Source: an optimization exercise on an open RTL-to-GDS flow (aim: small area, a short achievable clock period and few clock cycles per item). Production flows keep margins and buffers that such runs may drop.
In this exercise RTL edits were held to simulation tests only and were not proved equivalent to the original.
Power is estimated from default activity; no workload was simulated.

[flow/constraint.sdc]
create_clock -name core_clock -period 8.0 [get_ports {clk_i}]
set_input_delay 1.6000 -clock core_clock [delete_from_list [all_inputs] [get_ports {clk_i}]]
set_output_delay 1.6000 -clock core_clock [all_outputs]
set_load 0.01 [all_outputs]
[flow/design.v]
`timescale 1ns / 1ps
package srt_pkg;
  localparam int unsigned CFG_W = 6;
  localparam logic [CFG_W-1:0] CAP_RESET = 6'd32;
  localparam logic [1:0] MODE_INSERT = 2'd0;
  localparam logic [1:0] MODE_LOOKUP = 2'd1;
  localparam logic [1:0] MODE_FLUSH  = 2'd2;
  localparam logic [1:0] KIND_LOOKUP = 2'd0;
  localparam logic [1:0] KIND_ENTRY  = 2'd1;
  localparam logic [1:0] KIND_INSERT = 2'd2;
  localparam logic [1:0] KIND_FLUSH  = 2'd3;
  typedef enum logic [1:0] {
    OP_HOLD,
    OP_INSERT,
    OP_COLLAPSE,
    OP_SHIFT_DOWN
  } cell_op_e;
  typedef struct packed {
    logic     cmp_en;
    cell_op_e op;
  } cell_ctrl_t;
  typedef struct packed {
    logic lt;
    logic hit_any;
    logic match_any;
  } chain_t;
endpackage
`timescale 1ns / 1ps
module srt_cell #(
  parameter int unsigned ADDRESS_BITS = 40
) (
  input  logic                    clk_i,
  input  logic                    rst_ni,
  input  logic [1:0]              sel_i,
  input  logic                    upd_new_i,    
  input  logic [ADDRESS_BITS-1:0] key_i,
  input  logic [ADDRESS_BITS-1:0] req_new_i,
  input  logic                    lo_valid_i,
  input  logic [ADDRESS_BITS-1:0] lo_old_i,
  input  logic [ADDRESS_BITS-1:0] lo_new_i,
  input  logic                    hi_valid_i,
  input  logic [ADDRESS_BITS-1:0] hi_old_i,
  input  logic [ADDRESS_BITS-1:0] hi_new_i,
  output logic                    valid_o,
  output logic [ADDRESS_BITS-1:0] old_o,
  output logic [ADDRESS_BITS-1:0] new_o,
  output logic                    lt_o,         
  output logic                    match_o,      
  output logic                    hit_o         
);
  logic                    valid_q;
  logic [ADDRESS_BITS-1:0] old_q, new_q;
  assign lt_o    = valid_q & (old_q < key_i);
  assign match_o = valid_q & (old_q == key_i);
  assign hit_o   = match_o | (valid_q & (new_q == key_i));
  assign valid_o = valid_q;
  assign old_o   = old_q;
  assign new_o   = new_q;
  always_ff @(posedge clk_i or negedge rst_ni) begin
    if (!rst_ni) begin
      valid_q <= 1'b0;
    end else begin
      case (sel_i)
        2'd1:    valid_q <= 1'b1;
        2'd2:    valid_q <= lo_valid_i;
        2'd3:    valid_q <= hi_valid_i;
        default: valid_q <= valid_q;
      endcase
    end
  end
  always_ff @(posedge clk_i) begin
    case (sel_i)
      2'd1: begin
        old_q <= key_i;
        new_q <= req_new_i;
      end
      2'd2: begin
        old_q <= lo_old_i;
        new_q <= lo_new_i;
      end
      2'd3: begin
        old_q <= hi_old_i;
        new_q <= hi_new_i;
      end
      default: begin
        if (upd_new_i) begin
          new_q <= req_new_i;
        end
      end
    endcase
  end
endmodule
`timescale 1ns / 1ps
module sorted_remap_table_unit #(
  parameter int unsigned TABLE_DEPTH  = 16,
  parameter int unsigned ADDRESS_BITS = 40
) (
  input  logic                    clk_i,
  input  logic                    rst_ni,
  input  logic                    start_i,
  output logic                    busy_o,
  input  logic [1:0]              mode_i,
  input  logic [ADDRESS_BITS-1:0] old_address_i,
  input  logic [ADDRESS_BITS-1:0] new_address_i,
  input  logic                    cfg_we_i,
  input  logic [srt_pkg::CFG_W-1:0] cfg_wdata_i,
  output logic                    result_valid_o,
  output logic [1:0]              kind_o,
  output logic [ADDRESS_BITS-1:0] entry_old_o,
  output logic [ADDRESS_BITS-1:0] entry_new_o,
  output logic                    found_o,
  output logic                    last_o
);
  localparam int unsigned CntW = $clog2(TABLE_DEPTH + 1);
  localparam int unsigned LimW = (CntW > srt_pkg::CFG_W) ? CntW : srt_pkg::CFG_W;
  logic                    rq_v_q, sk_v_q;
  logic [1:0]              rq_mode_q, sk_mode_q;
  logic [ADDRESS_BITS-1:0] rq_old_q, rq_new_q, sk_old_q, sk_new_q;
  logic [CntW-1:0]           count_q;
  logic                      drain_q;
  logic [srt_pkg::CFG_W-1:0] cap_q;
  logic [LimW-1:0]           cap_ext, eff_lim;
  logic                    res_valid_q;
  logic [1:0]              kind_q;
  logic [ADDRESS_BITS-1:0] eold_q, enew_q;
  logic                    found_q, last_q;
  logic                    accept;
  logic                    c_valid [TABLE_DEPTH];
  logic [ADDRESS_BITS-1:0] c_old   [TABLE_DEPTH];
  logic [ADDRESS_BITS-1:0] c_new   [TABLE_DEPTH];
  logic [TABLE_DEPTH-1:0]  c_lt, c_match, c_hit;
  logic [TABLE_DEPTH-1:0]  hit_before;
  logic [ADDRESS_BITS-1:0] look;
  logic is_ins, is_look, is_flush;
  logic any_hit, any_match, full, drain, do_ins, do_upd, rq_done, rq_free;
  assign busy_o = sk_v_q;
  assign accept = start_i & ~sk_v_q;
  assign cap_ext = LimW'(cap_q);
  always_comb begin
    eff_lim = cap_ext;
    if (cap_ext == '0) begin
      eff_lim = LimW'(1);
    end else if (cap_ext > LimW'(TABLE_DEPTH)) begin
      eff_lim = LimW'(TABLE_DEPTH);
    end
  end
  assign is_ins   = rq_v_q & (rq_mode_q == srt_pkg::MODE_INSERT);
  assign is_look  = rq_v_q & (rq_mode_q == srt_pkg::MODE_LOOKUP);
  assign is_flush = rq_v_q & (rq_mode_q == srt_pkg::MODE_FLUSH);
  assign any_hit   = |c_hit;
  assign any_match = |c_match;
  assign full      = LimW'(count_q) >= eff_lim;
  assign drain  = drain_q | (is_ins & ~any_hit & full) | (is_flush & (count_q != '0));
  assign do_ins = is_ins & ~any_hit & ~drain;
  assign do_upd = is_ins & any_hit & ~drain;
  assign rq_done = rq_v_q & ~drain;
  assign rq_free = ~rq_v_q | rq_done;
  always_comb begin
    hit_before[0] = 1'b0;
    for (int i = 1; i < TABLE_DEPTH; i++) begin
      hit_before[i] = hit_before[i-1] | c_hit[i-1];
    end
  end
  always_comb begin
    look = '0;
    for (int i = 0; i < TABLE_DEPTH; i++) begin
      look = look | (c_match[i] ? c_new[i] : '0);
    end
  end
  genvar gi;
  generate
    for (gi = 0; gi < TABLE_DEPTH; gi++) begin : g_cell
      logic                    lo_valid, hi_valid, lo_lt;
      logic [ADDRESS_BITS-1:0] lo_old, lo_new, hi_old, hi_new;
      logic [1:0]              sel;
      if (gi == 0) begin : g_first
        assign lo_valid = 1'b0;
        assign lo_old   = '0;
        assign lo_new   = '0;
        assign lo_lt    = 1'b1;
      end else begin : g_mid
        assign lo_valid = c_valid[gi-1];
        assign lo_old   = c_old[gi-1];
        assign lo_new   = c_new[gi-1];
        assign lo_lt    = c_lt[gi-1];
      end
      if (gi == TABLE_DEPTH - 1) begin : g_top
        assign hi_valid = 1'b0;
        assign hi_old   = '0;
        assign hi_new   = '0;
      end else begin : g_below
        assign hi_valid = c_valid[gi+1];
        assign hi_old   = c_old[gi+1];
        assign hi_new   = c_new[gi+1];
      end
      always_comb begin
        sel = 2'd0;
        if (drain) begin
          sel = 2'd3;
        end else if (do_ins && !c_lt[gi]) begin
          sel = lo_lt ? 2'd1 : 2'd2;
        end
      end
      srt_cell #(
        .ADDRESS_BITS(ADDRESS_BITS)
      ) u_cell (
        .clk_i      (clk_i),
        .rst_ni     (rst_ni),
        .sel_i      (sel),
        .upd_new_i  (do_upd & c_hit[gi] & ~hit_before[gi]),
        .key_i      (rq_old_q),
        .req_new_i  (rq_new_q),
        .lo_valid_i (lo_valid),
        .lo_old_i   (lo_old),
        .lo_new_i   (lo_new),
        .hi_valid_i (hi_valid),
        .hi_old_i   (hi_old),
        .hi_new_i   (hi_new),
        .valid_o    (c_valid[gi]),
        .old_o      (c_old[gi]),
        .new_o      (c_new[gi]),
        .lt_o       (c_lt[gi]),
        .match_o    (c_match[gi]),
        .hit_o      (c_hit[gi])
      );
    end
  endgenerate
  always_ff @(posedge clk_i or negedge rst_ni) begin
    if (!rst_ni) begin
      rq_v_q      <= 1'b0;
      sk_v_q      <= 1'b0;
      count_q     <= '0;
      drain_q     <= 1'b0;
      cap_q       <= srt_pkg::CAP_RESET;
      res_valid_q <= 1'b0;
    end else begin
      if (rq_free) begin
        rq_v_q <= sk_v_q | accept;
        sk_v_q <= 1'b0;
      end else if (accept) begin
        sk_v_q <= 1'b1;
      end
      if (drain) begin
        count_q <= count_q - CntW'(1);
        drain_q <= (count_q != CntW'(1));
      end else if (do_ins) begin
        count_q <= count_q + CntW'(1);
      end
      res_valid_q <= drain | (rq_done & (rq_mode_q != 2'd3));
      if (cfg_we_i) begin
        cap_q <= cfg_wdata_i;
      end
    end
  end
  always_ff @(posedge clk_i) begin
    if (rq_free) begin
      if (sk_v_q) begin
        rq_mode_q <= sk_mode_q;
        rq_old_q  <= sk_old_q;
        rq_new_q  <= sk_new_q;
      end else begin
        rq_mode_q <= mode_i;
        rq_old_q  <= old_address_i;
        rq_new_q  <= new_address_i;
      end
    end
    if (accept) begin
      sk_mode_q <= mode_i;
      sk_old_q  <= old_address_i;
      sk_new_q  <= new_address_i;
    end
    if (drain) begin
      kind_q  <= srt_pkg::KIND_ENTRY;
      eold_q  <= c_old[0];
      enew_q  <= c_new[0];
      found_q <= 1'b0;
      last_q  <= 1'b0;
    end else begin
      eold_q <= rq_old_q;
      last_q <= 1'b1;
      case (rq_mode_q)
        srt_pkg::MODE_INSERT: begin
          kind_q  <= srt_pkg::KIND_INSERT;
          enew_q  <= rq_new_q;
          found_q <= any_hit;
        end
        srt_pkg::MODE_LOOKUP: begin
          kind_q  <= srt_pkg::KIND_LOOKUP;
          enew_q  <= look;
          found_q <= any_match;
        end
        default: begin
          kind_q  <= srt_pkg::KIND_FLUSH;
          enew_q  <= '0;
          found_q <= 1'b0;
        end
      endcase
    end
  end
  assign result_valid_o = res_valid_q;
  assign kind_o         = kind_q;
  assign entry_old_o    = eold_q;
  assign entry_new_o    = enew_q;
  assign found_o        = found_q;
  assign last_o         = last_q;
endmodule
[flow/run.sh]
#!/bin/bash
# synth_recipe.tcl (not shown) runs the flow's synth.tcl, then flattens the netlist and writes it again
# the make line also repeats each setting of config.mk as NAME=value (left out here)
make -C /OpenROAD-flow-scripts/flow DESIGN_CONFIG=/design/flow/config.mk WORK_HOME=/design/flow/orfs CLKGATE_MAP_FILE= SYNTH_SCRIPT=/design/flow/synth_recipe.tcl finish
[flow/config.mk]
export PLATFORM = sky130hd
export DESIGN_NAME = sorted_remap_table_unit
export DESIGN_NICKNAME = sorted_remap_table_unit
export VERILOG_FILES = /design/flow/design.v
export SDC_FILE = /design/flow/constraint.sdc
export NUM_CORES = 4
export LEC_CHECK = 0
export CAP_MARGIN = 40
export CORE_MARGIN = 2
export CORE_UTILIZATION = 30
export PLACE_DENSITY = 0.55
export SLEW_MARGIN = 40
==> metrics.csv <==
metric,value,unit
grt_overflow,0,
ys_seq_area_frac,0.475,
syn_to_final_growth,16.7,%
finalPower,48200,uW
dp_worst_setup_slack,1050,ps
nets,9622,
grt_max_degree,151,
firstDrtPassIters,9,
ios,178,
vias,87300,
die-area,0.326,mm^2
ys.flop_type,edfxtp_1,
drv_slew,0,
clkLatencyLatePin,940,ps
endpoint_kind,flop,
cts_setup_buffers,0,
finClkSkew,81.9,ps
finalSetupTns,0,ps
path_clk_slew,60,ps
cap_violations,0,
relSlewSlack,0.290,
post-route-util,0.351,
multiInputGateArea,0.0492,mm^2
core_area,0.321,mm^2
ctsHoldBuffers,0,
start_util,0.301,
io_buffers,177,
drc_errors,0,
grt_usage,0.341,
ctsResizeCount,0,
htree_levels,4,
hold_violations,0,
syn_inst,8833,
p_leak,0.0446,uW
regArea,0.0458,mm^2
num_rows,208,
syn_area_per_cell,10.9,um^2
dr.first_iter.drc_count,14700,
synth_top_area_cell,edfxtp_1,
drive_gt1_frac,0.117,
cts_buffer_depth,4,
fin_crit_sh,0.860,
setup_ws,1120,ps
wl,573000,um
fmax,0.145,GHz
finalSetupViolations,0,
critPathKind,reg -> reg,
synthArstFlopShare,0.0199,
via_per_inst,6.50,
cts_tree,yes,
cts_made_buffers,195,
root_buffer,clkbuf_16,
ir_drop,0.354,mV
synth-edff-count,1444,
min_path_type,reg -> reg,
rsz0062_at_grt,no,
dpl.cell_count,13000,
place.gp.congestion,1.13,
yosys_warnings,5,
postRouteAntennaNets,0,
n_fill_cell,31900,
outcome,timing/DRC/antenna clean,
yosysTopAreaCellShare,0.449,
grt_pass1_wl,756000,um
die_h,571,um
grt_pass1_vias,79700,
die_w,571,um
critical_path.max_fanout,39,
drt-wirelength-per-cell,42.7,um
ys_types,83,
cts_sinks,1559,
fin_crit,6880,ps
startpoint_type,flop,
synth_area_leaders,"edfxtp_1, ha_1, a22oi_1",
finalNonFillerCells,13400,
antenna_found_initial,57,
powerDensity,428,mW/mm^2
worst_slew_pin_slew,1060,ps
synth_fp_nets,9603,
dp_hpwl,428000,um
arrival,7530,ps
syn-cell-area,0.0965,mm^2
required,8640,ps
ys_ff_latch,1559,
-- worst max-delay path, stage by stage (launching register included) --
cell       delay, ps
edfxtp_1         510
inv_1            550
buf_4            430
ha_1             310
nand2_1          160
or4_1            220
nor4_4            70
a311oi_2         590
o2111ai_1        260
nor4_2           720
a31o_4           680
buf_4            500
a21o_1           160
ha_4             560
nor2_4           150
buf_12           280
a221o_1          330
-- logic make-up after synthesis --
family,share of synthesized area
XOR/XNOR,0.0557
AND/OR/NAND/NOR,0.110
AO/OA/AOI/OAI,0.225
buffers and inverters,0.0355
flip-flops,0.475
adder cells (fa/ha/maj),0.0879
multiplexers,0.0108
-- sequential cells by signal, indices dropped and copies added (netlist names) --
name / cells
cap_q: 6
count_q: 5
drain_q: 1
enew_q: 40
eold_q: 40
found_q: 1
g_cell.u_cell.new_q: 640
g_cell.u_cell.old_q: 640
g_cell.u_cell.valid_q: 16
kind_q: 2
last_q: 1
res_valid_q: 1
rq_mode_q: 2
rq_new_q: 40
rq_old_q: 40
rq_v_q: 1
sk_mode_q: 2
sk_new_q: 40
sk_old_q: 40
sk_v_q: 1
-- path summary, 6_finish.rpt --
check,startpoint,endpoint,slack (ps),depth (start not counted)
max in group asynchronous,rst_ni,sk_v_q,6760,2
worst max register to register,rq_old_q[5],g_cell[14].u_cell.old_q[0],1120,16
worst max-delay path,rq_old_q[5],g_cell[14].u_cell.old_q[0],1120,16
min in group asynchronous,rst_ni,g_cell[12].u_cell.valid_q,780,2
worst min-delay path,cap_q[4],cap_q[4],510,1
worst min register to register,cap_q[4],cap_q[4],510,1
-- through the flow --
| stage | hold slack, ps | cell area, um^2 |
|---|---|---|
| after floorplan | 473 | 96500 |
| after global placement | 496 | 104000 |
| after detailed placement | 506 | 106000 |
| after CTS | 517 | 112000 |
| after global routing | 539 | 112000 |
| final | 512 | 113000 |
-- cell type report --
| cell class | count | share of cell area |
|---|---|---|
| antenna | 119 | 0.00265 |
| clock buffer | 250 | 0.0470 |
| clock inverter | 102 | 0.00738 |
| inverter | 103 | 0.00359 |
| multi-input combinational | 6470 | 0.437 |
| sequential | 1559 | 0.407 |
| tap | 4305 | 0.0479 |
| timing repair buffer | 523 | 0.0475 |
-- synth_stat cells, drive strengths merged, types with 8 or more instances --
cell type	n
xor2	65
nand4	345
nor3	418
nor4b	13
o21ai	801
a221oi	55
or2	10
dfrtp	30
nor2b	54
a2111oi	10
o31a	18
and2	8
clkbuf	419
o2111ai	16
a21o	350
nand4b	12
a211oi	18
a221o	367
a311o	14
mux2	88
or4	18
nor2	185
nand3	151
o211ai	30
a31oi	25
or3	8
o41ai	24
a31o	10
and3	24
nand2	632
o21a	34
ha	678
nor4	84
xnor2	549
and4	20
nand2b	71
a22o	193
a22oi	757
a21oi	208
inv	102
buf	282
dfxtp	84
a222oi	42
edfxtp	1444
-- routing by layer --
metal	vias to the layer above	wire length [um]	GRT usage
met1	43600	208000	0.409
met2	6816	238000	0.492
li1	35300	-	-
met3	1597	68300	0.113
met5	-	383	0.0104
met4	26	58000	0.287
-- where the power goes --
| group | switching (uW) | internal [uW] |
|---|---|---|
| clock network | 4000 | 4950 |
| registers | 4930 | 13300 |
| logic | 14100 | 6890 |
-- layout by cell type, fill, tap and decap left out, types with 119 or more instances in the layout --
| cell | netlist | final |
|---|---|---|
| o21ai_0 | 791 | 787 |
| nor3_1 | 418 | 411 |
| edfxtp_1 | 1444 | 1444 |
| nand2_1 | 611 | 609 |
| clkdlybuf4s50_1 | 0 | 176 |
| a21oi_1 | 208 | 208 |
| nand3_1 | 151 | 147 |
| ha_1 | 678 | 663 |
| nor2_1 | 182 | 177 |
| a22o_1 | 193 | 193 |
| a22oi_1 | 757 | 757 |
| diode_2 | 0 | 119 |
| clkbuf_16 | 0 | 196 |
| a221o_1 | 367 | 367 |
| a21o_1 | 350 | 350 |
| xnor2_1 | 549 | 424 |
| nand4_1 | 345 | 345 |
| buf_4 | 6 | 258 |
Testbench counts, summed over its fixed seeds: cycles 6,864, items 4,800.

[afterwards: timing with drivers on the ports]
Ports are ideal in the flow. The routed layout listed here was re-timed in OpenROAD. Step 1, drivers: a clkbuf_16 drives clk_i and a buf_2 each remaining input, both assumed. Step 2 moves the port delays by t, midway between the first and last clock arrival at a register: inputs arrive t later, outputs are due t later. That takes back most of the time a late clock gives input paths. Slacks: no drivers / after step 1 / after step 2; pairs: no drivers / after step 1.
t, ns: 1.007
setup WS [ns]: 1.116 / 1.116 / 1.116
hold WS [ns]: 0.512 / 0.512 / 0.512
After both steps setup and hold are still met in this run. The setup slack of this run moves by 0.000 ns with the drivers and by 0.000 ns with both steps.
